From an optimization exercise on the open Yosys and OpenROAD flow, aimed at a short achievable clock period and few clock cycles per item; shortcuts taken in it are not production practice. In this exercise RTL edits were held to simulation tests only and were not proved equivalent to the original. No activity file was given, so power comes from the tool's default toggle rates.

==> design/flow/design.v <==
`timescale 1ns/1ps
`default_nettype none
package core_isa_pkg;
	typedef logic [32-1:0]      word_t;      
	typedef logic [4-1:0] reg_idx_t;   
	typedef logic [5-1:0]   shamt_t;     
	typedef enum logic [2:0] {
		ALU_ADD = 3'd0,   
		ALU_SUB = 3'd1,   
		ALU_RSB = 3'd2,   
		ALU_AND = 3'd3,
		ALU_ORR = 3'd4,
		ALU_EOR = 3'd5,
		ALU_MOV = 3'd6,   
		ALU_MVN = 3'd7    
	} alu_op_e;
	typedef enum logic [1:0] {
		OPND_REG_SHIFT = 2'd0,   
		OPND_IMM8_S    = 2'd1,
		OPND_IMM12_U   = 2'd2,
		OPND_ZERO      = 2'd3    
	} opnd_kind_e;
	typedef struct packed {
		alu_op_e    op;      
		opnd_kind_e kind;    
		logic [6:0] rsvd;    
		reg_idx_t   rn;      
		reg_idx_t   rd;      
		logic [12-1:0] imm12;   
	} instr_t;
endpackage
`default_nettype wire
`timescale 1ns/1ps
`default_nettype none
package core_pipe_pkg;
	typedef struct packed {
		logic       valid;   
		logic [2:0]                op;      
		logic [1:0]                kind;    
		logic [5-1:0]  shamt;
		logic [4-1:0] rd;
	} issue_ctl_t;
	typedef struct packed {
		logic     valid;
		logic [4-1:0] rd;
	} dst_tag_t;
	typedef struct packed {
		logic [4-1:0] rd;
		logic [32-1:0]    value;
	} retire_t;
endpackage
`default_nettype wire
`timescale 1ns/1ps
`default_nettype none
module reg_file (
	input  logic                   clk,
	input  logic                   reset,
	input  logic [15:0]            rd_oh_a,    
	input  logic [15:0]            rd_oh_b,
	output core_isa_pkg::word_t    rd_data_a,
	output core_isa_pkg::word_t    rd_data_b,
	input  logic                   x_sel_a,
	input  logic                   x_sel_b,
	input  core_isa_pkg::word_t    x_data,
	output logic [15:0]            vld,
	input  logic [15:0]            wr_oh,      
	input  core_isa_pkg::word_t    wr_data
);
	core_isa_pkg::word_t regs [16];
	always_ff @(posedge clk or posedge reset) begin
		if (reset) begin
			vld <= '0;
		end else begin
			vld <= vld | wr_oh;
		end
	end
	always_ff @(posedge clk) begin
		for (int i = 0; i < 16; i++) begin
			if (wr_oh[i]) regs[i] <= wr_data;
		end
	end
	logic [511:0] regs_flat;
	for (genvar i = 0; i < 16; i++) begin : g_flat
		assign regs_flat[32 * i +: 32] = regs[i];
	end
	rf_read ra (.sel (rd_oh_a), .regs (regs_flat), .x_sel (x_sel_a), .x_data (x_data), .q (rd_data_a));
	rf_read rb (.sel (rd_oh_b), .regs (regs_flat), .x_sel (x_sel_b), .x_data (x_data), .q (rd_data_b));
endmodule
module rf_read (
	input  logic [15:0]         sel,
	input  logic [511:0]        regs,     
	input  logic                x_sel,
	input  core_isa_pkg::word_t x_data,
	output core_isa_pkg::word_t q
);
	logic [255:0] n;   
	core_isa_pkg::word_t y0, y1;
	for (genvar j = 0; j < 8; j++) begin : g_pair
		aoi22v p (
			.a ({32{sel[2 * j]}}), .b (regs[64 * j +: 32]), .c ({32{sel[2 * j + 1]}}), .d (regs[64 * j + 32 +: 32]),
			.y (n[32 * j +: 32])
		);
	end
	nand4v q0 (.a (n[31:0]), .b (n[63:32]), .c (n[95:64]), .d (n[127:96]), .y (y0));
	nand4v q1 (.a (n[159:128]), .b (n[191:160]), .c (n[223:192]), .d (n[255:224]), .y (y1));
	or2and v (.a (y0), .b (y1), .c ({32{x_sel}}), .d (x_data), .y (q));
endmodule
module nand4v (
	input  core_isa_pkg::word_t a,
	input  core_isa_pkg::word_t b,
	input  core_isa_pkg::word_t c,
	input  core_isa_pkg::word_t d,
	output core_isa_pkg::word_t y
);
	assign y = ~(a & b & c & d);
endmodule
module or2and (
	input  core_isa_pkg::word_t a,
	input  core_isa_pkg::word_t b,
	input  core_isa_pkg::word_t c,
	input  core_isa_pkg::word_t d,
	output core_isa_pkg::word_t y
);
	assign y = a | b | (c & d);
endmodule
`default_nettype wire
`timescale 1ns/1ps
`default_nettype none
module operand_extend (
	input  core_isa_pkg::instr_t instr,
	output core_isa_pkg::word_t  imm
);
	always_comb begin
		case (instr.kind)
			core_isa_pkg::OPND_IMM8_S:  imm = {{24{instr.imm12[7]}}, instr.imm12[7:0]};
			core_isa_pkg::OPND_IMM12_U: imm = {20'd0, instr.imm12};
			default:                    imm = '0;
		endcase
	end
endmodule
module shl32 (
	input  core_isa_pkg::word_t d,
	input  logic [7:0]          lo,
	input  logic [3:0]          hi,
	input  core_isa_pkg::word_t extra,   
	output core_isa_pkg::word_t q
);
	core_isa_pkg::word_t t;
	always_comb begin
		t = '0;
		for (int k = 0; k < 8; k++) t = t | ({32{lo[k]}} & (d << k));
	end
	shl32_hi h (.t (t), .hi (hi), .extra (extra), .q (q));
endmodule
module shl32_hi (
	input  core_isa_pkg::word_t t,
	input  logic [3:0]          hi,
	input  core_isa_pkg::word_t extra,
	output core_isa_pkg::word_t q
);
	core_isa_pkg::word_t y01, y23;
	aoi22v h01 (.a ({32{hi[0]}}), .b (t),         .c ({32{hi[1]}}), .d (t << 8),  .y (y01));
	aoi22v h23 (.a ({32{hi[2]}}), .b (t << 16),   .c ({32{hi[3]}}), .d (t << 24), .y (y23));
	nand3v hq  (.a (y01), .b (y23), .c (~extra), .y (q));
endmodule
module aoi22v (
	input  core_isa_pkg::word_t a,
	input  core_isa_pkg::word_t b,
	input  core_isa_pkg::word_t c,
	input  core_isa_pkg::word_t d,
	output core_isa_pkg::word_t y
);
	assign y = ~((a & b) | (c & d));
endmodule
module nand3v (
	input  core_isa_pkg::word_t a,
	input  core_isa_pkg::word_t b,
	input  core_isa_pkg::word_t c,
	output core_isa_pkg::word_t y
);
	assign y = ~(a & b & c);
endmodule
module lmux #(
	parameter int W = 1
) (
	input  logic         s,
	input  logic [W-1:0] a,   
	input  logic [W-1:0] b,   
	output logic [W-1:0] o
);
	assign o = s ? a : b;
endmodule
`default_nettype wire
`default_nettype none
module shl32x3 (
	input  core_isa_pkg::word_t d0,
	input  core_isa_pkg::word_t d1,
	input  core_isa_pkg::word_t d2,
	input  logic [23:0]         sel,
	input  logic [3:0]          hi,
	input  core_isa_pkg::word_t extra,   
	output core_isa_pkg::word_t q
);
	core_isa_pkg::word_t t;
	always_comb begin
		t = '0;
		for (int k = 0; k < 8; k++) begin
			t = t | ({32{sel[k]}}      & (d0 << k))
			      | ({32{sel[8 + k]}}  & (d1 << k))
			      | ({32{sel[16 + k]}} & (d2 << k));
		end
	end
	shl32_hi h (.t (t), .hi (hi), .extra (extra), .q (q));
endmodule
`default_nettype wire
`default_nettype none
module shl32x2 (
	input  core_isa_pkg::word_t d0,
	input  core_isa_pkg::word_t d1,
	input  logic [15:0]         sel,
	input  logic [3:0]          hi,
	input  core_isa_pkg::word_t extra,   
	output core_isa_pkg::word_t q
);
	core_isa_pkg::word_t t;
	always_comb begin
		t = '0;
		for (int k = 0; k < 8; k++) begin
			t = t | ({32{sel[k]}}     & (d0 << k))
			      | ({32{sel[8 + k]}} & (d1 << k));
		end
	end
	shl32_hi h (.t (t), .hi (hi), .extra (extra), .q (q));
endmodule
`default_nettype wire
`default_nettype none
module shl32x4 (
	input  core_isa_pkg::word_t d0,
	input  core_isa_pkg::word_t d1,
	input  core_isa_pkg::word_t d2,
	input  core_isa_pkg::word_t d3,
	input  logic [31:0]         sel,
	input  logic [3:0]          hi,
	input  core_isa_pkg::word_t extra,   
	output core_isa_pkg::word_t q
);
	core_isa_pkg::word_t t;
	always_comb begin
		t = '0;
		for (int k = 0; k < 8; k++) begin
			t = t | ({32{sel[k]}}      & (d0 << k))
			      | ({32{sel[8 + k]}}  & (d1 << k))
			      | ({32{sel[16 + k]}} & (d2 << k))
			      | ({32{sel[24 + k]}} & (d3 << k));
		end
	end
	shl32_hi h (.t (t), .hi (hi), .extra (extra), .q (q));
endmodule
`default_nettype wire
`timescale 1ns/1ps
`default_nettype none
module issue_stage (
	input  logic m1n, m2n, mwn,    
	input  logic m1m, m2m, mwm,    
	input  logic shz,              
	input  logic q1_late,          
	input  logic q2_late,
	output logic fa1,     
	output logic fa2,     
	output logic f2a,     
	output logic a_e1,    
	output logic a_w,     
	output logic a_rf,    
	output logic fa0,     
	output logic fb1,
	output logic fb2,
	output logic f2b,
	output logic b_e1,    
	output logic b_w,     
	output logic b_sh,    
	output logic fb0,
	output logic sl_e1,   
	output logic sl_w,    
	output logic keepb,   
	output logic late
);
	logic q2n, q3n, q2m, q3m;
	assign q2n = m2n && !m1n;
	assign q3n = mwn && !m1n && !m2n;
	assign q2m = m2m && !m1m;
	assign q3m = mwm && !m1m && !m2m;
	assign fa1  = m1n && !q1_late;
	assign f2a  = m1n && q1_late;
	assign fa2  = q2n && q2_late;
	assign a_e1 = q2n && !q2_late;
	assign a_w  = q3n;
	assign a_rf = !a_e1 && !a_w;
	assign fa0  = !fa1 && !fa2;
	assign fb1   = m1m && shz && !q1_late;
	assign f2b   = m1m && shz && q1_late;
	assign fb2   = q2m && shz && q2_late;
	assign b_e1  = q2m && !q2_late;
	assign b_w   = q3m;
	assign b_sh  = !b_e1 && !b_w;
	assign fb0   = !fb1 && !fb2;
	assign sl_e1 = m1m && !shz && !q1_late;
	assign sl_w  = q2m && !shz && q2_late;
	assign keepb = !f2b && !sl_e1 && !sl_w;
	assign late = (m1n && q1_late) || (m1m && (q1_late || !shz)) || sl_w;
endmodule
`default_nettype wire
`timescale 1ns/1ps
`default_nettype none
module add_xor (
	input  core_isa_pkg::word_t x,
	input  core_isa_pkg::word_t y,
	output core_isa_pkg::word_t p
);
	assign p = x ^ y;
endmodule
module add_pg (
	input  core_isa_pkg::word_t x,
	input  core_isa_pkg::word_t y,
	input  logic                cin,
	output core_isa_pkg::word_t gn,
	output core_isa_pkg::word_t tn
);
	assign gn[0]    = ~((x[0] & y[0]) | (x[0] & cin) | (y[0] & cin));
	assign gn[31:1] = ~(x[31:1] & y[31:1]);
	assign tn       = ~(x | y);
endmodule
module pfx_lvl #(
	parameter int SPAN   = 1,
	parameter bit INV_IN = 1'b1
) (
	input  core_isa_pkg::word_t g_in,
	input  core_isa_pkg::word_t t_in,
	output core_isa_pkg::word_t g_out,
	output core_isa_pkg::word_t t_out
);
	for (genvar i = 0; i < 32; i++) begin : g_bit
		if (i < SPAN) begin : g_done
			assign g_out[i] = ~g_in[i];
			assign t_out[i] = 1'b0;
		end else if (INV_IN) begin : g_oai
			assign g_out[i] = ~(g_in[i] & (t_in[i] | g_in[i-SPAN]));
			assign t_out[i] = ~(t_in[i] | t_in[i-SPAN]);
		end else begin : g_aoi
			assign g_out[i] = ~(g_in[i] | (t_in[i] & g_in[i-SPAN]));
			assign t_out[i] = ~(t_in[i] & t_in[i-SPAN]);
		end
	end
endmodule
module add_carry (
	input  core_isa_pkg::word_t x,
	input  core_isa_pkg::word_t y,
	input  logic                cin,
	output core_isa_pkg::word_t c
);
	core_isa_pkg::word_t g0, t0, g1, t1, g2, t2, g3, t3, g4, t4, g5, t5;
	add_pg pg0 (.x (x), .y (y), .cin (cin), .gn (g0), .tn (t0));
	pfx_lvl #(.SPAN (1),  .INV_IN (1'b1)) l1 (.g_in (g0), .t_in (t0), .g_out (g1), .t_out (t1));
	pfx_lvl #(.SPAN (2),  .INV_IN (1'b0)) l2 (.g_in (g1), .t_in (t1), .g_out (g2), .t_out (t2));
	pfx_lvl #(.SPAN (4),  .INV_IN (1'b1)) l3 (.g_in (g2), .t_in (t2), .g_out (g3), .t_out (t3));
	pfx_lvl #(.SPAN (8),  .INV_IN (1'b0)) l4 (.g_in (g3), .t_in (t3), .g_out (g4), .t_out (t4));
	pfx_lvl #(.SPAN (16), .INV_IN (1'b1)) l5 (.g_in (g4), .t_in (t4), .g_out (g5), .t_out (t5));
	assign c = {g5[30:0], cin};
endmodule
module lsel2 (
	input  core_isa_pkg::word_t c1,
	input  core_isa_pkg::word_t a1,
	input  core_isa_pkg::word_t a0,
	input  core_isa_pkg::word_t c2,
	input  core_isa_pkg::word_t b1,
	input  core_isa_pkg::word_t b0,
	input  core_isa_pkg::word_t d,
	output core_isa_pkg::word_t o
);
	for (genvar i = 0; i < 32; i++) begin : g_bit
		assign o[i] = (c1[i] ? a1[i] : a0[i]) | (c2[i] ? b1[i] : b0[i]) | d[i];
	end
endmodule
module lsel1 (
	input  core_isa_pkg::word_t c,
	input  core_isa_pkg::word_t a1,
	input  core_isa_pkg::word_t a0,
	input  core_isa_pkg::word_t d,
	output core_isa_pkg::word_t o
);
	for (genvar i = 0; i < 32; i++) begin : g_bit
		assign o[i] = (c[i] ? a1[i] : a0[i]) | d[i];
	end
endmodule
module execute_stage (
	input  core_isa_pkg::word_t  x,
	input  core_isa_pkg::word_t  y,
	input  logic                 cin,
	input  logic                 s_add,    
	input  logic                 s_subn,   
	input  logic                 s_and,
	input  logic                 s_or,
	input  logic                 s_xor,
	input  logic                 s_b,
	input  logic                 s_bn,
	input  logic                 s_e,      
	input  core_isa_pkg::word_t  e,
	output core_isa_pkg::word_t  c,
	output core_isa_pkg::word_t  r1,
	output core_isa_pkg::word_t  r0
);
	core_isa_pkg::word_t p, other;
	add_xor   px (.x (x), .y (y), .p (p));
	add_carry ac (.x (x), .y (y), .cin (cin), .c (c));
	assign other = ({32{s_and}} & (x & y)) |
	               ({32{s_or}}  & (x | y)) |
	               ({32{s_xor}} & p) |
	               ({32{s_b}}   & y) |
	               ({32{s_bn}}  & ~y) |
	               ({32{s_e}}   & e);
	assign r1 = ({32{s_add}} & ~p) | ({32{s_subn}} &  p) | other;
	assign r0 = ({32{s_add}} &  p) | ({32{s_subn}} & ~p) | other;
endmodule
`default_nettype wire
`timescale 1ns/1ps
`default_nettype none
module core_top (
	input  logic                   clk,
	input  logic                   reset,
	input  logic                   instr_valid,
	output logic                   instr_ready,
	input  core_isa_pkg::word_t    instr,
	output logic                   retire_valid,
	input  logic                   retire_ready,
	output core_pipe_pkg::retire_t retire
);
	localparam int CAP = 7;   
	localparam int RQN = 6;   
	logic [CAP-1:0]       outst;
	logic                 stall_nx;   
	logic                 d1_v;
	core_isa_pkg::instr_t d1;
	logic [15:0]          d1_oh_n, d1_oh_m;    
	logic                 d1_wm_n, d1_wm_m;    
	core_isa_pkg::word_t  d1_a, d1_b;
	logic [15:0]          rf_vld;
	logic                 d2_v;
	core_isa_pkg::reg_idx_t d2_rd;
	logic [1:0]           d2_kind;
	logic [11:0]          d2_imm;
	logic [7:0]           d2_sh_lo;
	logic [3:0]           d2_sh_hi;
	logic [3:0]           d2_hi_g;    
	logic [23:0]          d2_sel;     
	logic                 d2_shz, d2_useb;
	logic                 d2_inv_a, d2_cin;
	logic                 d2_s_add, d2_s_subn, d2_s_and, d2_s_or, d2_s_xor, d2_s_b, d2_s_bn;
	core_isa_pkg::word_t  d2_ra, d2_rb;
	logic                 m1n, m2n, mwn, m1m, m2m, mwm;
	logic                 stall;
	logic                 x_v, x_late;
	core_isa_pkg::reg_idx_t x_rd;
	core_isa_pkg::word_t  x_a, x_b;
	logic                 x_cin, x_s_add, x_s_subn, x_s_and, x_s_or, x_s_xor, x_s_b, x_s_bn;
	logic [15:0]          x_sh_sel;   
	logic [3:0]           x_sh_hi;
	logic                 x_keepb, x_inv_a, x_f2a, x_f2b;
	core_isa_pkg::word_t  e1;   
	logic                 x2_v, x2_late;
	core_isa_pkg::reg_idx_t x2_rd;
	core_isa_pkg::word_t  x2_a, x2_b;
	logic                 x2_cin, x2_s_add, x2_s_subn, x2_s_and, x2_s_or, x2_s_xor, x2_s_b, x2_s_bn;
	logic                 w_v;
	core_isa_pkg::reg_idx_t w_rd;
	core_isa_pkg::word_t  w_val;
	logic [15:0]          w_we;     
	logic [35:0]          rq [RQN];   
	logic [RQN-1:0]       rq_wp, rq_rp;   
	logic [CAP-1:0]       rq_cnt;
	logic                 o_v;
	core_pipe_pkg::retire_t o_data;
	logic rdy, ov, rq_empty, stall_q, stall_p;
	assign rq_empty = !rq_cnt[0];
	localparam int RSW = RQN + RQN + CAP + 2;
	logic [RSW-1:0] rqs_1, rqs_0, rqs_nx;   
	for (genvar k = 0; k < 2; k++) begin : g_rq
		logic adv, pop, rpush, v, vo;
		logic [RQN-1:0] wp, rp;
		logic [CAP-1:0] cnt;
		assign adv   = !ov || (k == 1);
		assign pop   = adv && !rq_empty;
		assign rpush = w_v && !(adv && rq_empty);
		assign wp    = rpush ? {rq_wp[RQN-2:0], rq_wp[RQN-1]} : rq_wp;
		assign rp    = pop ? {rq_rp[RQN-2:0], rq_rp[RQN-1]} : rq_rp;
		assign cnt   = (rpush && !pop) ? {rq_cnt[CAP-2:0], 1'b1} :
		               (pop && !rpush) ? {1'b0, rq_cnt[CAP-1:1]} : rq_cnt;
		assign v     = adv ? (!rq_empty || w_v) : ov;
		assign vo    = (!o_v || (k == 1)) ? (!rq_empty || w_v) : o_v;
	end
	assign rqs_1 = {g_rq[1].wp, g_rq[1].rp, g_rq[1].cnt, g_rq[1].vo, g_rq[1].v};
	assign rqs_0 = {g_rq[0].wp, g_rq[0].rp, g_rq[0].cnt, g_rq[0].vo, g_rq[0].v};
	lmux #(.W (RSW)) rq_m (.s (retire_ready), .a (rqs_1), .b (rqs_0), .o (rqs_nx));
	localparam int OSW = CAP + 2;
	logic [OSW-1:0] os_c [4];   
	logic [OSW-1:0] os_v0, os_v1, os_nx;
	for (genvar k = 0; k < 4; k++) begin : g_os
		logic push, push_o, rx, r, r_o;
		logic [CAP-1:0] oc, oc_o;
		assign push = (k / 2 == 1) && rdy;
		assign rx   = ov && (k % 2 == 1);
		assign oc   = (push && !rx) ? {outst[CAP-2:0], 1'b1} :
		              (rx && !push) ? {1'b0, outst[CAP-1:1]} : outst;
		assign r    = !stall_nx && !oc[CAP-1];
		assign push_o = (k / 2 == 1) && instr_ready;
		assign oc_o   = (push_o && !rx) ? {outst[CAP-2:0], 1'b1} :
		                (rx && !push_o) ? {1'b0, outst[CAP-1:1]} : outst;
		assign r_o    = !stall_nx && !oc_o[CAP-1];
		assign os_c[k] = {oc, r_o, r};
	end
	lmux #(.W (OSW)) os_m0 (.s (retire_ready), .a (os_c[1]), .b (os_c[0]), .o (os_v0));
	lmux #(.W (OSW)) os_m1 (.s (retire_ready), .a (os_c[3]), .b (os_c[2]), .o (os_v1));
	lmux #(.W (OSW)) os_m2 (.s (instr_valid),  .a (os_v1),   .b (os_v0),   .o (os_nx));
	always_ff @(posedge clk or posedge reset) begin
		if (reset) begin
			outst  <= '0;
			rq_wp  <= {{(RQN-1){1'b0}}, 1'b1};
			rq_rp  <= {{(RQN-1){1'b0}}, 1'b1};
			rq_cnt <= '0;
			o_v    <= 1'b0;
			ov     <= 1'b0;
		end else begin
			outst                            <= os_nx[OSW-1:2];
			{rq_wp, rq_rp, rq_cnt, o_v, ov} <= rqs_nx;
		end
	end
	always_ff @(posedge clk) begin
		instr_ready <= os_nx[1];
		rdy         <= os_nx[0];
	end
	reg_file regs0 (
		.clk       (clk),
		.reset     (reset),
		.rd_oh_a   (d1_oh_n),
		.rd_oh_b   (d1_oh_m),
		.rd_data_a (d1_a),
		.rd_data_b (d1_b),
		.x_sel_a   (d1_wm_n),
		.x_sel_b   (d1_wm_m),
		.x_data    (w_val),
		.vld       (rf_vld),
		.wr_oh     (w_we),
		.wr_data   (w_val)
	);
	core_isa_pkg::instr_t d1_nx;
	assign d1_nx = stall_q ? d1 : core_isa_pkg::instr_t'(instr);
	logic        wm_n_nx, wm_m_nx;
	logic [15:0] vld_nx;
	assign wm_n_nx = x2_v && (x2_rd == d1_nx.rn);
	assign wm_m_nx = x2_v && (x2_rd == d1_nx.imm12[3:0]);
	for (genvar i = 0; i < 16; i++) begin : g_vld
		assign vld_nx[i] = rf_vld[i] || w_we[i];
	end
	always_ff @(posedge clk or posedge reset) begin
		if (reset) begin
			d1_v <= 1'b0;
			d2_v <= 1'b0;
		end else if (!stall) begin
			d1_v <= instr_valid && rdy;
			d2_v <= d1_v;
		end
	end
	always_ff @(posedge clk) begin
		d1      <= d1_nx;
		d1_wm_n <= wm_n_nx;
		d1_wm_m <= wm_m_nx;
		for (int i = 0; i < 16; i++) begin
			d1_oh_n[i] <= (d1_nx.rn == i[3:0]) && vld_nx[i] && !wm_n_nx;
			d1_oh_m[i] <= (d1_nx.imm12[3:0] == i[3:0]) && vld_nx[i] && !wm_m_nx;
		end
	end
	logic late, shz, useb;
	logic fa1, fa2, f2a, a_e1, a_w, a_rf;
	logic fb1, fb2, f2b, b_e1, b_w, b_sh, sl_e1, sl_w, keepb;
	core_isa_pkg::word_t imm, b_d2, a_d2, e1_inv, w_inv;
	assign shz  = d2_shz;
	assign useb = d2_useb;
	logic d1_useb, d1_shz, d1_inv_a;
	assign d1_useb  = (d1.kind == core_isa_pkg::OPND_REG_SHIFT);
	assign d1_shz   = (d1.imm12[11:7] == 5'd0);
	assign d1_inv_a = (d1.op == core_isa_pkg::ALU_SUB) || (d1.op == core_isa_pkg::ALU_RSB);
	logic m1n_nx, m2n_nx, mwn_nx, m1m_nx, m2m_nx, mwm_nx, shz_nx, q1l_nx;
	always_comb begin
		if (!stall_p) begin
			m1n_nx = d2_v && (d2_rd == d1.rn);
			m2n_nx = x_v  && (x_rd  == d1.rn);
			mwn_nx = x2_v && (x2_rd == d1.rn);
			m1m_nx = d1_useb && d2_v && (d2_rd == d1.imm12[3:0]);
			m2m_nx = d1_useb && x_v  && (x_rd  == d1.imm12[3:0]);
			mwm_nx = d1_useb && x2_v && (x2_rd == d1.imm12[3:0]);
			shz_nx = d1_shz;
			q1l_nx = d2_v && late;
		end else begin
			m1n_nx = 1'b0;
			m2n_nx = m1n;
			mwn_nx = m2n;
			m1m_nx = 1'b0;
			m2m_nx = m1m;
			mwm_nx = m2m;
			shz_nx = d2_shz;
			q1l_nx = 1'b0;
		end
	end
	logic [7:0] lo_nx;   
	for (genvar i = 0; i < 8; i++) begin : g_lo
		assign lo_nx[i] = stall_p ? d2_sh_lo[i] : (d1_useb && (d1.imm12[9:7] == i));
	end
	logic n_fa1, n_fa2, n_f2a, n_a_e1, n_a_w, n_a_rf, n_fa0;
	logic n_fb1, n_fb2, n_f2b, n_b_e1, n_b_w, n_b_sh, n_fb0, n_sl_e1, n_sl_w, n_keepb, n_late;
	issue_stage sel_nx (
		.m1n (m1n_nx), .m2n (m2n_nx), .mwn (mwn_nx),
		.m1m (m1m_nx), .m2m (m2m_nx), .mwm (mwm_nx),
		.shz (shz_nx), .q1_late (q1l_nx), .q2_late (x_late),
		.fa1 (n_fa1), .fa2 (n_fa2), .f2a (n_f2a), .a_e1 (n_a_e1), .a_w (n_a_w), .a_rf (n_a_rf), .fa0 (n_fa0),
		.fb1 (n_fb1), .fb2 (n_fb2), .f2b (n_f2b), .b_e1 (n_b_e1), .b_w (n_b_w), .b_sh (n_b_sh), .fb0 (n_fb0),
		.sl_e1 (n_sl_e1), .sl_w (n_sl_w), .keepb (n_keepb), .late (n_late)
	);
	always_ff @(posedge clk) begin
		m1n <= m1n_nx; m2n <= m2n_nx; mwn <= mwn_nx;
		m1m <= m1m_nx; m2m <= m2m_nx; mwm <= mwm_nx;
		fa1 <= n_fa1; fa2 <= n_fa2; f2a <= n_f2a; a_e1 <= n_a_e1; a_w <= n_a_w; a_rf <= n_a_rf && n_fa0;
		fb1 <= n_fb1; fb2 <= n_fb2; f2b <= n_f2b; b_e1 <= n_b_e1; b_w <= n_b_w; b_sh <= n_b_sh && n_fb0;
		for (int i = 0; i < 4; i++) begin
			d2_hi_g[i] <= ((n_b_sh && n_fb0) || n_b_e1 || n_b_w) &&
			              (stall_p ? d2_sh_hi[i] : (d1.imm12[11:10] == i[1:0]));
		end
		for (int i = 0; i < 8; i++) begin
			d2_sel[i]      <= n_b_sh && n_fb0 && lo_nx[i];
			d2_sel[8 + i]  <= n_b_e1 && lo_nx[i];
			d2_sel[16 + i] <= n_b_w  && lo_nx[i];
		end
		sl_e1 <= n_sl_e1; sl_w <= n_sl_w; keepb <= n_keepb; late <= n_late;
	end
	assign e1_inv = e1    ^ {32{d2_inv_a}};
	assign w_inv  = w_val ^ {32{d2_inv_a}};
	assign a_d2   = ({32{a_e1}} & e1_inv) | ({32{a_w}} & w_inv) | ({32{a_rf}} & (d2_ra ^ {32{d2_inv_a}}));
	core_isa_pkg::instr_t d2_instr;
	assign d2_instr = {3'd0, d2_kind, 7'd0, 4'd0, 4'd0, d2_imm};
	operand_extend ext0 (
		.instr (d2_instr),
		.imm   (imm)
	);
	shl32x3 sh_d2 (
		.d0 (d2_rb), .d1 (e1), .d2 (w_val), .sel (d2_sel), .hi (d2_hi_g),
		.extra (imm), .q (b_d2)
	);
	logic stall_cond;
	assign stall_cond = d1_v && d1_useb && !d1_shz && d2_v && (d2_rd == d1.imm12[3:0]) && late;
	assign stall_nx = !stall && stall_cond;
	always_ff @(posedge clk) begin
		stall   <= !stall && stall_cond;
		stall_q <= !stall_q && stall_cond;
		stall_p <= !stall_p && stall_cond;
	end
	always_ff @(posedge clk) begin
		if (!stall) begin
			d2_rd     <= d1.rd;
			d2_kind   <= d1.kind;
			d2_imm    <= d1.imm12;
			for (int i = 0; i < 8; i++) d2_sh_lo[i] <= d1_useb && (d1.imm12[9:7] == i[2:0]);
			for (int i = 0; i < 4; i++) d2_sh_hi[i] <= (d1.imm12[11:10] == i[1:0]);
			d2_shz    <= d1_shz;
			d2_useb   <= d1_useb;
			d2_inv_a  <= d1_inv_a;
			d2_cin    <= (d1.op == core_isa_pkg::ALU_RSB);
			d2_s_add  <= (d1.op == core_isa_pkg::ALU_ADD) || (d1.op == core_isa_pkg::ALU_RSB);
			d2_s_subn <= (d1.op == core_isa_pkg::ALU_SUB);
			d2_s_and  <= (d1.op == core_isa_pkg::ALU_AND);
			d2_s_or   <= (d1.op == core_isa_pkg::ALU_ORR);
			d2_s_xor  <= (d1.op == core_isa_pkg::ALU_EOR);
			d2_s_b    <= (d1.op == core_isa_pkg::ALU_MOV);
			d2_s_bn   <= (d1.op == core_isa_pkg::ALU_MVN);
			d2_ra     <= d1_a;
			d2_rb     <= d1_b;
		end else begin
			if (mwn) d2_ra <= w_val;
			if (mwm) d2_rb <= w_val;
		end
	end
	always_ff @(posedge clk or posedge reset) begin
		if (reset) begin
			x_v  <= 1'b0;
			x2_v <= 1'b0;
			w_v  <= 1'b0;
		end else begin
			x_v  <= d2_v && !stall;
			x2_v <= x_v;
			w_v  <= x2_v;
		end
	end
	core_isa_pkg::word_t c1, r1_1, r0_1, c2, r1_2, r0_2;
	core_isa_pkg::word_t x_a_nx, x_b_nx, x2_a_nx, x2_b_nx;
	lsel2 sel_xa (
		.c1 (c1), .a1 ({32{fa1}} & (r1_1 ^ {32{d2_inv_a}})), .a0 ({32{fa1}} & (r0_1 ^ {32{d2_inv_a}})),
		.c2 (c2), .b1 ({32{fa2}} & (r1_2 ^ {32{d2_inv_a}})), .b0 ({32{fa2}} & (r0_2 ^ {32{d2_inv_a}})),
		.d (a_d2), .o (x_a_nx)
	);
	lsel2 sel_xb (
		.c1 (c1), .a1 ({32{fb1}} & r1_1), .a0 ({32{fb1}} & r0_1),
		.c2 (c2), .b1 ({32{fb2}} & r1_2), .b0 ({32{fb2}} & r0_2),
		.d (b_d2), .o (x_b_nx)
	);
	always_ff @(posedge clk) begin
		x_rd     <= d2_rd;
		x_late   <= d2_v && !stall && late;
		x_f2a    <= f2a;
		x_f2b    <= f2b;
		x_keepb  <= keepb;
		for (int i = 0; i < 8; i++) begin
			x_sh_sel[i]      <= sl_e1 && d2_sh_lo[i];
			x_sh_sel[8 + i]  <= sl_w  && d2_sh_lo[i];
		end
		x_sh_hi  <= d2_sh_hi;
		x_inv_a  <= d2_inv_a;
		x_a      <= x_a_nx;
		x_b      <= x_b_nx;
		x_cin    <= d2_cin;
		x_s_add  <= d2_s_add;
		x_s_subn <= d2_s_subn;
		x_s_and  <= d2_s_and;
		x_s_or   <= d2_s_or;
		x_s_xor  <= d2_s_xor;
		x_s_b    <= d2_s_b;
		x_s_bn   <= d2_s_bn;
	end
	core_isa_pkg::word_t res1, res2, x2_bd;
	execute_stage exec0 (
		.x (x_a), .y (x_b),
		.cin (x_cin), .s_add (x_s_add), .s_subn (x_s_subn), .s_and (x_s_and), .s_or (x_s_or),
		.s_xor (x_s_xor), .s_b (x_s_b), .s_bn (x_s_bn), .s_e (1'b0), .e ('0),
		.c (c1), .r1 (r1_1), .r0 (r0_1)
	);
	lsel1 sel_e1 (.c (c1), .a1 (r1_1), .a0 (r0_1), .d ('0), .o (res1));
	shl32x2 sh_x (
		.d0 (e1), .d1 (w_val), .sel (x_sh_sel), .hi (x_sh_hi),
		.extra ({32{x_keepb}} & x_b), .q (x2_bd)
	);
	lsel1 sel_x2a (
		.c (c2), .a1 ({32{x_f2a}} & (r1_2 ^ {32{x_inv_a}})), .a0 ({32{x_f2a}} & (r0_2 ^ {32{x_inv_a}})),
		.d ({32{!x_f2a}} & x_a), .o (x2_a_nx)
	);
	lsel1 sel_x2b (
		.c (c2), .a1 ({32{x_f2b}} & r1_2), .a0 ({32{x_f2b}} & r0_2),
		.d (x2_bd), .o (x2_b_nx)
	);
	always_ff @(posedge clk) begin
		e1        <= res1;
		x2_rd     <= x_rd;
		x2_late   <= x_late;
		x2_a      <= x2_a_nx;
		x2_b      <= x2_b_nx;
		x2_cin    <= x_cin;
		x2_s_add  <= x_s_add  && x_late;
		x2_s_subn <= x_s_subn && x_late;
		x2_s_and  <= x_s_and  && x_late;
		x2_s_or   <= x_s_or   && x_late;
		x2_s_xor  <= x_s_xor  && x_late;
		x2_s_b    <= x_s_b    && x_late;
		x2_s_bn   <= x_s_bn   && x_late;
	end
	execute_stage exec1 (
		.x (x2_a), .y (x2_b),
		.cin (x2_cin), .s_add (x2_s_add), .s_subn (x2_s_subn), .s_and (x2_s_and), .s_or (x2_s_or),
		.s_xor (x2_s_xor), .s_b (x2_s_b), .s_bn (x2_s_bn), .s_e (!x2_late), .e (e1),
		.c (c2), .r1 (r1_2), .r0 (r0_2)
	);
	lsel1 sel_w (.c (c2), .a1 (r1_2), .a0 (r0_2), .d ('0), .o (res2));
	always_ff @(posedge clk) begin
		for (int i = 0; i < 16; i++) w_we[i] <= x2_v && (x2_rd == i[3:0]);
	end
	always_ff @(posedge clk) begin
		w_rd   <= x2_rd;
		w_val  <= res2;
	end
	always_ff @(posedge clk) begin
		for (int i = 0; i < RQN; i++) begin
			if (w_v && rq_wp[i]) rq[i] <= {w_rd, w_val};
		end
	end
	core_pipe_pkg::retire_t rq_head, o_next, o_hold, o_data_nx;
	always_comb begin
		rq_head = '0;
		for (int i = 0; i < RQN; i++) rq_head = rq_head | ({36{rq_rp[i]}} & rq[i]);
	end
	assign o_next = rq_empty ? {w_rd, w_val} : rq_head;
	assign o_hold = ov ? o_data : o_next;
	lmux #(.W (36)) o_m (.s (retire_ready), .a (o_next), .b (o_hold), .o (o_data_nx));
	always_ff @(posedge clk) begin
		o_data <= o_data_nx;
	end
	assign retire_valid = o_v;
	assign retire       = o_data;
endmodule
`default_nettype wire
==> design/flow/run.sh <==
#!/bin/bash
# synth_recipe.tcl (not shown) runs the flow's synth.tcl, then flattens the netlist and writes it again
# the make line also repeats each setting of config.mk as NAME=value (left out here)
make -C /OpenROAD-flow-scripts/flow DESIGN_CONFIG=/design/flow/config.mk WORK_HOME=/design/flow/orfs CLKGATE_MAP_FILE= SYNTH_SCRIPT=/design/flow/synth_recipe.tcl finish
==> design/flow/config.mk <==
export PLATFORM = sky130hd
export DESIGN_NAME = core_top
export DESIGN_NICKNAME = core_top
export VERILOG_FILES = /design/flow/design.v
export SDC_FILE = /design/flow/constraint.sdc
export NUM_CORES = 4
export LEC_CHECK = 0
export ABC_CLOCK_PERIOD_IN_PS = 2000
export CAP_MARGIN = 20
export CORE_MARGIN = 2
export CORE_UTILIZATION = 50
export CTS_CLUSTER_DIAMETER = 70
export CTS_CLUSTER_SIZE = 25
export SETUP_SLACK_MARGIN = 3.2
export SLEW_MARGIN = 20
export SYNTH_HIERARCHICAL = 1
==> design/flow/constraint.sdc <==
create_clock -name core_clock -period 5.5 [get_ports {clk}]
set_input_delay 1.1000 -clock core_clock [delete_from_list [all_inputs] [get_ports {clk}]]
set_output_delay 1.1000 -clock core_clock [all_outputs]
set_load 0.01 [all_outputs]
==> summary.md, run 1 <==
| Metric | Value |
|---|---|
| Status | `complete, no violations` |
| First-pass GRT wire length | `404,000 um` |
| Rel. slew slack | `25.1%` |
| Placement Cell Area | `79,100 sq um` |
| Initial Utilization | `50.3%` |
| Placed cell count | `8,866` |
| Area of the core | `152,000 sq um` |
| Final setup vio count | `0` |
| Syn avg cell area | `11.1 sq um` |
| Layout cells sized above 1 | `26.9%` |
| Post-DR wirelength/cell | `30.7 um` |
| Leak Pwr | `30.5 nW` |
| Synthesized area | `76,300 sq um` |
| Hold Path Depth | `0` |
| Initial antenna violation count | `10` |
| Clk_skew | `0.0742 ns` |
| Warnings, synthesis | `16` |
| Vias | `62,800` |
| Pin count of the biggest net entering global routing | `113` |
| Delay-heaviest family, CP | `flip-flops` |
| Crit-path max cell delay | `0.38 ns` |
| Die W | `395 um` |
| Root buffer cell | `clkbuf_16` |
| Clock tree buffer depth | `3` |
| Worst Tran Pin Value | `1.12 ns` |
| Synth Instances | `6,903` |
| Critical path cell sequence | `buf_2` |
| Total power | `30.7 mW` |
| Clk slew on worst S/H paths | `0.08 ns` |
| Final ANT Viol Nets | `0` |
| Max-cap violations | `0` |
| Area Overhead vs Synth | `12.1%` |
| Power per cell area | `359 nW/um^2` |
| CP Max Fanout | `2` |
| Setup WS pre-CTS | `2.26 ns` |
| Fill cells | `13,100` |
| Tcrit/Tclk final | `43.1%` |
| Hold Crit Class | `flop to flop` |
| H-tree levels | `3` |
| Fin worst setup slack | `3.13 ns` |
| Final #Nets | `7,081` |
| Slowest stage cell, crit path | `dfrtp_1` |
| Worst path depth | `1` |
| Routability cong. | `1.00` |
| Peak supply drop | `0.262 mV` |
| Cells on worst reg2reg path | `7` |
| Die area | `156,000 sq um` |
| CP bufs+invs | `1` |
| Vias in the first global route | `59,500` |
| Sequential Area | `35,000 sq um` |
| Final hold violation count | `0` |
| FP Rows | `143` |
| Area of the multi-input gates | `40,200 sq um` |
| CTS Sinks | `1,290` |
| Residual DRC | `0` |
| Fin. max-slew vios | `0` |
| TritonCTS clock tree | `done` |
| Gr ovfl total | `0` |
| Post-layout min period | `2.37 ns` |
| Worst hold margin | `0.329 ns` |
| Crit Path Category | `flop to output pin` |
| Num CTS Buffers | `97` |
| Drt first pass iters | `9` |
| Design area | `85,500 sq um` |
| Total negative slack | `0 ns` |
| All-Layer GR Usage | `34.6%` |
| FMAX | `421 MHz` |
| Vias per cell | `6.86` |
| Port Buffers | `66` |
| # IOs | `74` |
| Critical path arrival | `1.27 ns` |
| Routed wire length | `281,000 um` |
| RSZ-0062 raised after global routing | `true` |
| Clock latency at the later pin of the worst-skew pair | `0.77 ns` |
| Worst Setup Start Kind | `flop` |
| DRT iter0 DRCs | `9,182` |
| Cts-stage hold buffer count | `0` |
| Core Util, Final | `56.3%` |
| Post-route insts no fill | `9,160` |
| Detailed Place HPWL | `178,000 um` |
| CP required | `4.40 ns` |
| Die Ht | `395 um` |
| Crit. End Element | `output pin` |
where the power goes:
part | total (mW) | internal [mW] | switching (mW)
Clock | 7.85 | 3.75 | 4.10
Combinational | 9.40 | 3.60 | 5.80
Sequential | 13.5 | 11.8 | 1.74
state kept, by name, summed over array words and instances (netlist names), 24 cells and up:
| name | flops |
|---|---|
| regs0.regs | 512 |
| rq | 216 |
| o_data | 36 |
| d2_ra | 32 |
| d2_rb | 32 |
| e1 | 32 |
| w_val | 32 |
| x2_a | 32 |
| x2_b | 32 |
| x_a | 32 |
| x_b | 32 |
| d1 | 25 |
| d2_sel | 24 |
placed cells by master, fill, tap and decap left out, types with 126 or more instances in the layout:
master / instances
nand4_1: 235
a22oi_1: 322
a22oi_2: 643
a22o_1: 186
and2_1: 469
inv_1: 216
a21oi_1: 126
nand2_1: 296
a211o_1: 193
conb_1: 197
nor2b_1: 203
nor2_1: 251
dfxtp_1: 150
dfxtp_2: 208
xor2_1: 284
buf_4: 222
edfxtp_1: 849
a221oi_1: 128
mux2i_1: 280
nand3_1: 139
final timing paths:
kind | startpoint | endpoint | slack [ns]
worst max-delay path | o_v$_DFF_PP0_ | retire_valid | 3.13
worst min-delay path | keepb$_DFF_P_ | x_keepb$_DFF_P_ | 0.33
worst max register to register | w_val[6]$_DFF_P_ | x2_b[27]$_DFF_P_ | 3.18
worst min register to register | keepb$_DFF_P_ | x_keepb$_DFF_P_ | 0.33
max in group asynchronous | reset | ov$_DFF_PP0_ | 4.31
min in group asynchronous | reset | regs0.vld[15]$_DFF_PP0_ | 0.73
final cells by class:
class                           count  share of cell area (%)
Timing Repair Buffer              353                    3.92
Sequential cell                  1290                    40.9
Multi-Input combinational cell   5072                    47.0
Antenna cell                        2                 0.00585
Clock inverter                     74                    1.09
Clock buffer                      110                    3.03
Inverter                          227                    1.04
Timing Repair inverter              2                  0.0117
Tap cell                         2030                    2.97
layer usage:
metal	vias up	routed length (um)	GRT usage [%]
met4	13	11900	12.9
met2	4084	116000	49.4
met5	-	148	0.0924
met3	787	33000	8.24
met1	31200	120000	50.5
li1	26700	-	-
timing repair:
action                                  CTS  global route
buffers inserted                         50            53
gates resized for setup                 437           319
pin swaps                                32            60
endpoints found under the setup margin  326           246
cloned                                    4             1
Testbench counts, summed over its fixed seeds: cycles 16,523, items 16,000.
==> run 2, diff against run 1 <==
--- a/design/flow/config.mk
+++ b/design/flow/config.mk
@@ -8,9 +8,9 @@
 export ABC_CLOCK_PERIOD_IN_PS = 2000
 export CAP_MARGIN = 20
 export CORE_MARGIN = 2
-export CORE_UTILIZATION = 50
+export CORE_UTILIZATION = 45
 export CTS_CLUSTER_DIAMETER = 70
 export CTS_CLUSTER_SIZE = 25
-export SETUP_SLACK_MARGIN = 3.2
+export SETUP_SLACK_MARGIN = 3.3
 export SLEW_MARGIN = 20
 export SYNTH_HIERARCHICAL = 1
==> run 2 against run 1 <==
Against the previous run: synthesized area unchanged; critical path type unchanged; die area grew 11%; register-to-register slack improved by 0.10 ns.
==> summary.md, run 2 <==
| Metric | Value |
|---|---|
| Status | `complete, no violations` |
| Fill cells | `14,900 (+14%)` |
| Max reg flops | `512 (unchanged)` |
| Initial Utilization | `45.2% (-5.1 points)` |
| Routed wire length | `278,000 um (-1.0%)` |
| Die Ht | `416 um (+5.4%)` |
| RSZ-0062 raised after global routing | `true` |
| Biggest regs | `regs0.regs: 512 flops, rq: 216 flops, o_data: 36 flops` |
| Layout cells sized above 1 | `29.8% (+2.9 points)` |
| Critical path arrival | `1.30 ns (+0.03 ns)` |
| Port Buffers | `66 (unchanged)` |
| Largest reg by FF count | `regs0.regs` |
| Worst Setup Start Kind | `flop` |
| Top layer in use | `met5` |
| Area of the core | `169,000 sq um (+11%)` |
| Pin count of the biggest net entering global routing | `97 (-14%)` |
| FMAX | `417 MHz (-1.1%)` |
| Switching Share | `37.9% (about the same)` |
| Vias | `62,700 (-0.20%)` |
| Worst reg2reg path endpoint | `x2_a[10]$_DFF_P_` |
| Part of the power in the clock network | `26.1% (+0.6 points)` |
| Residual DRC | `0 (unchanged)` |
| Fin. max-slew vios | `0 (unchanged)` |
| Post-layout min period | `2.40 ns (+0.0261 ns)` |
| Final #Nets | `7,148 (+0.95%)` |
| Warnings, synthesis | `16 (unchanged)` |
| Placed cell count | `9,050 (+2.1%)` |
| Final hold violation count | `0 (unchanged)` |
| Routability cong. | `1.02 (+1.3%)` |
| Drt first pass iters | `13 (+4)` |
| R2R Setup Slk | `3.28 ns (+0.10 ns)` |
| Area Overhead vs Synth | `14.7%` |
| DRT met1 WL | `118,000 um (-1.3%)` |
| CTS Sinks | `1,290 (unchanged)` |
| Critical R2R Launch | `x2_b[3]$_DFF_P_` |
| Area of the multi-input gates | `40,900 sq um (+1.7%)` |
| Hold path startpoint | `keepb$_DFF_P_` |
| First-pass GRT wire length | `399,000 um (-1.0%)` |
| Flop pwr share | `42.9% (-1.0 points)` |
| Power per cell area | `359 nW/um^2 (-0.21%)` |
| All-Layer GR Usage | `30.6% (-4.0 points)` |
| TritonCTS clock tree | `done` |
| Root buffer cell | `clkbuf_16` |
| Design area | `87,500 sq um (+2.4%)` |
| Sequential Area | `35,100 sq um (+0.39%)` |
| Clock tree buffer depth | `3 (unchanged)` |
| Post-DR wirelength/cell | `29.5 um (-3.7%)` |
| CP required | `4.40 ns (about the same)` |
| FP Rows | `151 (+5.6%)` |
| Pint | `19.5 mW (+2.1%)` |
| Max-cap violations | `0 (unchanged)` |
| Crit Path Category | `flop to output pin` |
| CP Max Fanout | `2 (unchanged)` |
| Total negative slack | `0 ns (unchanged)` |
| H-tree levels | `3 (unchanged)` |
| # IOs | `74 (unchanged)` |
| Leak Pwr | `31.2 nW (+2.2%)` |
| Clock latency at the later pin of the worst-skew pair | `0.78 ns (about the same)` |
| Tcrit/Tclk final | `43.6% (+0.48 points)` |
| Met3 WL | `29,300 um (-11%)` |
| Slowest stage cell, crit path | `dfrtp_1` |
| Most frequent cells in the layout | `849 x edfxtp_1, 649 x a22oi_2, 469 x and2_1, 316 x a22oi_1, 291 x nand2_1` |
| Peak supply drop | `0.270 mV (+2.9%)` |
| Synthesized area | `76,300 sq um (unchanged)` |
| Crit-path max cell delay | `0.39 ns (about the same)` |
| Cells on worst reg2reg path | `8 (+1)` |
| Die area | `173,000 sq um (+11%)` |
| Crit. End Element | `output pin` |
| DRT iter0 DRCs | `8,963 (-2.4%)` |
| Routed wl met2 | `118,000 um (+1.5%)` |
| Clk_skew | `0.0624 ns (-0.0118 ns)` |
| Final ANT Viol Nets | `0 (unchanged)` |
| Detailed Place HPWL | `176,000 um (-1.1%)` |
| Vias in the first global route | `59,100 (-0.80%)` |
| Num CTS Buffers | `99 (+2.1%)` |
| Commonest non-fill, non-tap cell in the layout | `edfxtp_1` |
| Worst Tran Pin Value | `1.11 ns (-0.0129 ns)` |
| NetSw | `11.9 mW (+2.2%)` |
| Clk slew on worst S/H paths | `0.09 ns (about the same)` |
| Hold endpoint | `x_keepb$_DFF_P_` |
| Vias per cell | `6.66 (-2.9%)` |
| Gr ovfl total | `0 (unchanged)` |
| Die W | `416 um (+5.4%)` |
| Syn avg cell area | `11.1 sq um (unchanged)` |
| Placement Cell Area | `79,300 sq um (+0.26%)` |
| Total power | `31.4 mW (+2.2%)` |
| Delay-heaviest family, CP | `flip-flops` |
| Final setup vio count | `0 (unchanged)` |
| Post-route insts no fill | `9,417 (+2.8%)` |
| Hold Path Depth | `0 (unchanged)` |
| Logic pwr share | `31.0% (+0.4 points)` |
| CP bufs+invs | `1 (unchanged)` |
| Synth Instances | `6,903 (unchanged)` |
| Initial antenna violation count | `10 (unchanged)` |
| Hold Crit Class | `flop to flop` |
| Critical path cell sequence | `buf_2` |
| Cts-stage hold buffer count | `0 (unchanged)` |
| Rel. slew slack | `26.0% (+0.86 points)` |
==> run 2: what timing repair did <==
item,in CTS,in global routing
endpoints found under the setup margin,339,241
gates cloned,3,1
gates resized for setup,577,483
setup buffers,85,88
pin swaps,69,130
==> run 2: worst max path at each step <==
stage / from / end / slack, ns / depth (start not counted)
final: o_v$_DFF_PP0_ / retire_valid / 3.10 / 1
after global routing: o_v$_DFF_PP0_ / retire_valid / 3.07 / 1
after CTS: o_v$_DFF_PP0_ / retire_valid / 3.06 / 1
after detailed placement: x2_b[10]$_DFF_P_ / x2_a[27]$_DFF_P_ / 2.44 / 7
after global placement: x2_b[10]$_DFF_P_ / w_val[27]$_DFF_P_ / 2.43 / 7
after floorplan: stall$_DFF_P_ / instr_ready$_DFF_P_ / 3.31 / 7
==> run 2: final cells by class <==
| cell class | instances | area share [%] |
|---|---|---|
| Inverter | 227 | 1.01 |
| Sequential cell | 1290 | 40.1 |
| Antenna cell | 5 | 0.0143 |
| Multi-Input combinational cell | 5071 | 46.7 |
| Timing Repair Buffer | 419 | 4.74 |
| Tap cell | 2218 | 3.17 |
| Clock inverter | 79 | 1.29 |
| Timing Repair inverter | 2 | 0.0143 |
| Clock buffer | 106 | 2.93 |
==> run 2: power groups by stage <==
stage / Combinational [mW] / Sequential [mW] / Clock [mW]
floorplan: 5.48 / 13.0 / 0
global placement: 8.20 / 13.4 / 0
detailed placement: 8.35 / 13.4 / 0
CTS: 8.92 / 13.3 / 8.31
global route: 10.3 / 13.5 / 8.66
finish: 9.74 / 13.5 / 8.18
==> run 2: metal layers <==
metal  track usage [%]  vias up
li1                  -    26900
met4              12.1       10
met3              5.93      772
met2              44.7     3781
met1              44.3    31200
met5            0.0556        -
==> run 2: through the flow <==
| step | worst slack [ns] | util [%] | hold slack [ns] |
|---|---|---|---|
| floorplan | 3.31 | - | 0.310 |
| global placement | 2.43 | 46.9 | 0.315 |
| detailed placement | 2.44 | 46.9 | 0.312 |
| CTS | 3.06 | 50.4 | 0.334 |
| global route | 3.07 | 51.8 | 0.348 |
| finish | 3.10 | 51.8 | 0.331 |
==> run 3, diff against run 2 <==
--- a/design/flow/config.mk
+++ b/design/flow/config.mk
@@ -8,9 +8,9 @@
 export ABC_CLOCK_PERIOD_IN_PS = 2000
 export CAP_MARGIN = 20
 export CORE_MARGIN = 2
-export CORE_UTILIZATION = 45
-export CTS_CLUSTER_DIAMETER = 70
-export CTS_CLUSTER_SIZE = 25
+export CORE_UTILIZATION = 55
+export CTS_CLUSTER_DIAMETER = 80
+export CTS_CLUSTER_SIZE = 30
 export SETUP_SLACK_MARGIN = 3.3
 export SLEW_MARGIN = 20
 export SYNTH_HIERARCHICAL = 1
==> run 3 against run 2 <==
Against the previous run: clock skew is 0.0016 ns lower; critical endpoint unchanged; flip-flop and latch count stayed put; worst setup slack better by 0.028 ns; still clean on timing, DRC and antenna; count of clock-buffer cells in the layout is 15 lower; total power is 2.7% lower.
==> summary.md, run 3 <==
| Metric | Value |
|---|---|
| Status | `complete, no violations` |
| Hold Crit Class | `flop to flop` |
| NetSw | `11.8 mW (-0.89%)` |
| Biggest regs | `regs0.regs: 512 flops, rq: 216 flops, o_data: 36 flops` |
| Hold path startpoint | `keepb$_DFF_P_` |
| Warnings, synthesis | `16 (unchanged)` |
| Layout cells sized above 1 | `31.3% (+1.5 points)` |
| Area Overhead vs Synth | `15.3%` |
| CP required | `4.40 ns (about the same)` |
| Largest reg by FF count | `regs0.regs` |
| GR peak layer | `met1` |
| Vias in the first global route | `59,300 (+0.31%)` |
| Residual DRC | `0 (unchanged)` |
| CP bufs+invs | `1 (unchanged)` |
| Drt first pass iters | `14 (+1)` |
| Total power | `30.6 mW (-2.7%)` |
| Detailed Place HPWL | `179,000 um (+1.7%)` |
| CP Max Fanout | `2 (unchanged)` |
| Crit Path Category | `flop to output pin` |
| Routability cong. | `1.07 (+4.9%)` |
| Vias | `64,400 (+2.8%)` |
| CTS Sinks | `1,290 (unchanged)` |
| Part of the power in the clock network | `21.4% (-4.7 points)` |
| Peak supply drop | `0.335 mV (+24%)` |
| Die W | `376 um (-9.5%)` |
| Leak Pwr | `31.7 nW (+1.7%)` |
| Design area | `88,000 sq um (+0.51%)` |
| Commonest non-fill, non-tap cell in the layout | `edfxtp_1` |
| Fin. max-slew vios | `0 (unchanged)` |
| Crit. End Element | `output pin` |
| FMAX | `422 MHz (+1.2%)` |
| Vias per cell | `7.11 (+6.8%)` |
| Rel. slew slack | `27.8% (+1.8 points)` |
| Syn avg cell area | `11.1 sq um (unchanged)` |
| Root buffer cell | `clkbuf_16` |
| Worst Setup Start Kind | `flop` |
| Grt met2 use | `53.4% (+8.7 points)` |
| Setup WS pre-CTS | `2.24 ns (-0.199 ns)` |
| RSZ-0062 raised after global routing | `true` |
| Placed cell count | `8,634 (-4.6%)` |
| Pin count of the biggest net entering global routing | `111 (+14%)` |
| Fin worst setup slack | `3.13 ns (+0.0282 ns)` |
| Worst Tran Pin Value | `1.08 ns (-0.0270 ns)` |
| H-tree levels | `3 (unchanged)` |
| Pint | `18.8 mW (-3.8%)` |
| TritonCTS clock tree | `done` |
| Die Ht | `376 um (-9.5%)` |
| Worst hold margin | `0.333 ns (+0.00144 ns)` |
| Initial antenna violation count | `12 (+2)` |
| Switching Share | `38.6% (+0.70 points)` |
| Post-DR wirelength/cell | `32.3 um (+9.2%)` |
| Critical path arrival | `1.27 ns (-0.03 ns)` |
| Post-route insts no fill | `9,060 (-3.8%)` |
| Max-cap violations | `0 (unchanged)` |
| Clk_skew | `0.0608 ns (-0.00161 ns)` |
| Clock tree buffer depth | `3 (unchanged)` |
| Slowest stage cell, crit path | `dfrtp_1` |
| M1 GR Usage | `57.2% (+13 points)` |
| Area of the core | `137,000 sq um (-19%)` |
| First-pass GRT wire length | `406,000 um (+1.6%)` |
| Routing usage on met3 | `10.6% (+4.6 points)` |
| # IOs | `74 (unchanged)` |
| Critical path cell sequence | `buf_6` |
| Port Buffers | `66 (unchanged)` |
| CP startpoint | `o_v$_DFF_PP0_` |
| Placement Cell Area | `78,800 sq um (-0.60%)` |
| Post-layout min period | `2.37 ns (-0.0282 ns)` |
| Flop pwr share | `44.2% (+1.3 points)` |
| Synthesized area | `76,300 sq um (unchanged)` |
| Final #Nets | `7,244 (+1.3%)` |
| Clock latency at the later pin of the worst-skew pair | `0.74 ns (-0.04 ns)` |
| Final hold violation count | `0 (unchanged)` |
| Power per cell area | `347 nW/um^2 (-3.2%)` |
| Crit-path max cell delay | `0.41 ns (+0.02 ns)` |
| Synth Instances | `6,903 (unchanged)` |
| Total negative slack | `0 ns (unchanged)` |
| Gr ovfl total | `0 (unchanged)` |
| DRT iter0 DRCs | `11,100 (+24%)` |
| Final setup vio count | `0 (unchanged)` |
| Max reg flops | `512 (unchanged)` |
| Initial Utilization | `55.5% (+10 points)` |
| FP Rows | `136 (-9.9%)` |
| Clk slew on worst S/H paths | `0.10 ns (about the same)` |
| Most frequent cells in the layout | `849 x edfxtp_1, 647 x a22oi_2, 469 x and2_1, 318 x a22oi_1, 297 x buf_4` |
| Logic pwr share | `34.4% (+3.4 points)` |
| Tcrit/Tclk final | `43.1% (-0.51 points)` |
| Critical R2R Launch | `x_sh_sel[14]$_DFF_P_` |
| Num CTS Buffers | `72 (-27%)` |
| Delay-heaviest family, CP | `flip-flops` |
| All-Layer GR Usage | `38.5% (+7.9 points)` |
| Core Util, Final | `64.0% (+12 points)` |
| Final ANT Viol Nets | `0 (unchanged)` |
| Die area | `142,000 sq um (-18%)` |
| Routed wire length | `292,000 um (+5.1%)` |
[run 3: layout make-up]
class / count / area (sq um)
fill: 10900 / 49500
multi-input combinational: 5072 / 41400
sequential: 1290 / 35100
timing repair buffer: 540 / 5750
tap: 1794 / 2240
clock buffer: 91 / 1970
inverter: 227 / 881
clock inverter: 40 / 562
timing repair inverter: 3 / 15.0
antenna: 3 / 7.51
[run 3: worst paths after layout]
check | cells after the start | to | slack (ns)
max reg2reg | 8 | x2_b[14]$_DFF_P_ | 3.16
max | 1 | retire_valid | 3.13
max in group asynchronous | 3 | rq_wp[0]$_DFF_PP1_ | 4.08
min reg2reg | 0 | x_keepb$_DFF_P_ | 0.33
min | 0 | x_keepb$_DFF_P_ | 0.33
min in group asynchronous | 2 | d1_v$_DFFE_PP0N_ | 0.67
[run 3: per-layer routing]
metal	routed length (um)	vias to the layer above
li1	-	27100
met1	122000	32100
met2	118000	4372
met3	39000	887
met4	13200	14
met5	222	-
[run 3: power by group through the flow]
stage	registers (mW)	logic (mW)	clock network [mW]
5_1_grt	13.6	11.0	6.91
3_5_place_dp	13.5	8.38	0
4_1_cts	13.4	9.17	6.60
6_report	13.5	10.5	6.53
2_1_floorplan	13.0	5.48	0
3_3_place_gp	13.5	8.24	0
[run 3: timing repair]
| action | CTS | global route |
|---|---|---|
| hold buffers | 0 | 0 |
| setup buffers | 104 | 164 |
| resized for setup | 640 | 562 |
| setup endpoints to repair | 343 | 259 |
| cloned | 8 | 16 |
| pin swaps | 77 | 241 |
==> run 4, diff against run 3 <==
--- a/design/flow/config.mk
+++ b/design/flow/config.mk
@@ -8,9 +8,9 @@
 export ABC_CLOCK_PERIOD_IN_PS = 2000
 export CAP_MARGIN = 20
 export CORE_MARGIN = 2
-export CORE_UTILIZATION = 55
-export CTS_CLUSTER_DIAMETER = 80
-export CTS_CLUSTER_SIZE = 30
+export CORE_UTILIZATION = 50
+export CTS_CLUSTER_DIAMETER = 60
+export CTS_CLUSTER_SIZE = 20
 export SETUP_SLACK_MARGIN = 3.3
 export SLEW_MARGIN = 20
 export SYNTH_HIERARCHICAL = 1
==> run 4 against run 3 <==
Against the previous run: still clean on timing, DRC and antenna; register-to-register slack improved by 0.08 ns; clock power grew about 40%; critical path depth unchanged; synthesized area unchanged; synthesized cell count did not move; clock skew rose by 0.017 ns; combinational power is 5% lower; count of clock-buffer cells in the layout increased by 47; first-iteration DRC count is 5.7% lower; fmax shrank 0.87%; sequential share of layout area is 0.39 points lower; cell count is 2.9% higher; critical path type unchanged.
==> summary.md, run 4 <==
| Metric | Value |
|---|---|
| Warnings, synthesis | `16 (unchanged)` |
| Routed wl met2 | `119,000 um (+1.4%)` |
| CP Max Fanout | `2 (unchanged)` |
| R2R Setup Slk | `3.24 ns (+0.08 ns)` |
| DRT met1 WL | `122,000 um (-0.50%)` |
| Detailed Place HPWL | `180,000 um (+0.68%)` |
| Cts-stage hold buffer count | `0 (unchanged)` |
| Critical path cell sequence | `buf_2` |
| Port Buffers | `66 (unchanged)` |
| NetSw | `12.1 mW (+2.8%)` |
| Gr ovfl total | `0 (unchanged)` |
| H-tree levels | `3 (unchanged)` |
| Root buffer cell | `clkbuf_16` |
| Part of the power in the clock network | `27.9% (+6.5 points)` |
| Tcrit/Tclk final | `43.5% (+0.38 points)` |
| Leak Pwr | `31.9 nW (+0.75%)` |
| Clk_skew | `0.0778 ns (+0.0170 ns)` |
| Final hold violation count | `0 (unchanged)` |
| Num CTS Buffers | `120 (+67%)` |
| Largest reg by FF count | `regs0.regs` |
| Total power | `32.7 mW (+6.9%)` |
| Die W | `395 um (+4.8%)` |
| Clock latency at the later pin of the worst-skew pair | `0.80 ns (+0.06 ns)` |
| Residual DRC | `0 (unchanged)` |
| Vias per cell | `6.89 (-3.2%)` |
| Fin worst setup slack | `3.11 ns (-0.0208 ns)` |
| Crit Path Category | `flop to output pin` |
| Max-cap violations | `0 (unchanged)` |
| Layout cells sized above 1 | `30.9% (-0.37 points)` |
| Crit. End Element | `output pin` |
| Placement Cell Area | `79,100 sq um (+0.39%)` |
| Pin count of the biggest net entering global routing | `114 (+2.7%)` |
| Top layer in use | `met5` |
| Area of the core | `152,000 sq um (+10%)` |
| Crit-path max cell delay | `0.37 ns (-0.04 ns)` |
| Clk slew on worst S/H paths | `0.08 ns (-0.02 ns)` |
| Vias | `64,200 (-0.32%)` |
| FMAX | `418 MHz (-0.87%)` |
| Delay-heaviest family, CP | `flip-flops` |
| Worst Setup Start Kind | `flop` |
| Final ANT Viol Nets | `0 (unchanged)` |
| Total negative slack | `0 ns (unchanged)` |
| Initial Utilization | `50.3% (-5.2 points)` |
| ANT cells | `0 (-3)` |
| RSZ-0062 raised after global routing | `true` |
| First-pass GRT wire length | `408,000 um (+0.50%)` |
| Hold Crit Class | `flop to flop` |
| Flop pwr share | `41.7% (-2.5 points)` |
| Post-layout min period | `2.39 ns (+0.0208 ns)` |
| Fin. max-slew vios | `0 (unchanged)` |
| Met3 WL | `35,500 um (-8.9%)` |
| Critical path arrival | `1.29 ns (+0.02 ns)` |
| Sequential Area | `35,100 sq um (about the same)` |
| CP required | `4.40 ns (about the same)` |
| Power per cell area | `368 nW/um^2 (+5.9%)` |
| Area of the multi-input gates | `41,100 sq um (-0.91%)` |
| Die area | `156,000 sq um (+9.9%)` |
| Core Util, Final | `58.5% (-5.5 points)` |
| # IOs | `74 (unchanged)` |
| Design area | `88,800 sq um (+0.94%)` |
| All-Layer GR Usage | `34.9% (-3.6 points)` |
| Switching Share | `37.1% (-1.5 points)` |
| Syn avg cell area | `11.1 sq um (unchanged)` |
| FP Rows | `143 (+5.1%)` |
| CP bufs+invs | `1 (unchanged)` |
| Worst Tran Pin Value | `1.16 ns (+0.0733 ns)` |
| CTS Sinks | `1,290 (unchanged)` |
| Synthesized area | `76,300 sq um (unchanged)` |
| Peak supply drop | `0.305 mV (-9.1%)` |
| DRT iter0 DRCs | `10,500 (-5.7%)` |
| Biggest regs | `regs0.regs: 512 flops, rq: 216 flops, o_data: 36 flops` |
| Routed wire length | `289,000 um (-0.97%)` |
| Most frequent cells in the layout | `849 x edfxtp_1, 651 x a22oi_2, 469 x and2_1, 314 x a22oi_1, 288 x nand2_1` |
| Synth Instances | `6,903 (unchanged)` |
| Clock tree buffer depth | `3 (unchanged)` |
| Rel. slew slack | `22.9% (-4.9 points)` |
| Max reg flops | `512 (unchanged)` |
| Commonest non-fill, non-tap cell in the layout | `edfxtp_1` |
| Initial antenna violation count | `6 (-6)` |
| Status | `complete, no violations` |
| Final setup vio count | `0 (unchanged)` |
| TritonCTS clock tree | `done` |
| Slowest stage cell, crit path | `dfrtp_1` |
| Fill cells | `12,800 (+17%)` |
| Drt first pass iters | `14 (unchanged)` |
| Vias in the first global route | `59,700 (+0.76%)` |
| Routability cong. | `1.03 (-3.8%)` |
| Die Ht | `395 um (+4.8%)` |
| Setup WS pre-CTS | `2.33 ns (+0.0946 ns)` |
| Pint | `20.6 mW (+9.5%)` |
| Area Overhead vs Synth | `16.4%` |
| Final #Nets | `7,229 (-0.21%)` |
| Logic pwr share | `30.4% (-4.0 points)` |
| Post-DR wirelength/cell | `31.0 um (-3.8%)` |
-- run 4: cell type report --
cell class                      instances  area share [%]
Timing Repair Buffer                  478            5.49
Clock buffer                          138            3.58
Clock inverter                         88            1.29
Inverter                              227            1.00
Timing Repair inverter                  3          0.0197
Sequential cell                      1290            39.5
Tap cell                             2030            2.86
Multi-Input combinational cell       5071            46.2
-- run 4: layer usage --
| layer | vias up | GRT usage, % |
|---|---|---|
| met5 | - | 0.0308 |
| met1 | 32000 | 51.2 |
| met3 | 876 | 8.69 |
| li1 | 27100 | - |
| met4 | 8 | 12.3 |
| met2 | 4310 | 49.6 |
-- run 4: path summary, 6_finish.rpt --
kind / startpoint / end / cells after the start
min in group asynchronous: reset / regs0.vld[15]$_DFF_PP0_ / 2
worst min-delay path: keepb$_DFF_P_ / x_keepb$_DFF_P_ / 0
worst max-delay path: o_v$_DFF_PP0_ / retire_valid / 1
max in group asynchronous: reset / ov$_DFF_PP0_ / 3
worst max register to register: x2_s_bn$_DFF_P_ / x_b[28]$_DFF_P_ / 8
worst min register to register: keepb$_DFF_P_ / x_keepb$_DFF_P_ / 0
-- run 4: power by group through the flow --
stage | clock network (mW) | registers, mW | logic, mW
6_report | 9.13 | 13.6 | 9.93
5_1_grt | 9.62 | 13.7 | 10.4
4_1_cts | 9.24 | 13.5 | 8.77
3_5_place_dp | 0 | 13.6 | 8.25
3_3_place_gp | 0 | 13.6 | 8.10
2_1_floorplan | 0 | 13.0 | 5.48
-- run 4: stage by stage --
stage                     instances  hold WS, ns
after global placement         8873        0.316
after detailed placement       8873        0.322
after floorplan                7097        0.310
final                          9325        0.331
after CTS                      9181        0.335
after global routing           9325        0.338
-- run 4: what timing repair did --
item                       CTS  global route
pin swaps                   65           168
cloned                       5            11
setup buffers               77           133
setup endpoints to repair  396           276
gates resized for setup    568           544

[afterwards: timing with drivers on the ports]
Ports are ideal in the flow. The routed layouts listed here were re-timed in OpenROAD.
Step 1 (the two cells are an assumption about what drives the block):
set clk [get_ports {clk}]
set_driving_cell -lib_cell sky130_fd_sc_hd__clkbuf_16 $clk
set_driving_cell -lib_cell sky130_fd_sc_hd__buf_2 [delete_from_list [all_inputs] $clk]
Step 2 adds t to the input delays and takes it off the output delays; t is the mean of the earliest and latest rising clock arrival at the registers after step 1. Input paths then give back, and output paths get back, about the clock's delay inside the block.
Slacks: ideal ports / drivers / drivers and shift; pairs: ideal ports / drivers.
run	t (ns)	setup slack, ns	worst register clock-pin slew, ns
run 1	0.812	3.127 / 3.047 / 2.510	0.10 / 0.10
run 2	0.839	3.101 / 3.014 / 2.607	0.10 / 0.10
run 3	0.792	3.129 / 3.048 / 2.563	0.12 / 0.12
run 4	0.842	3.108 / 3.025 / 2.542	0.09 / 0.09
After both steps setup and hold are still met in every run listed. For run 1, which loses most, drivers alone change the setup slack by -0.080 ns; drivers and shift together by -0.617 ns.
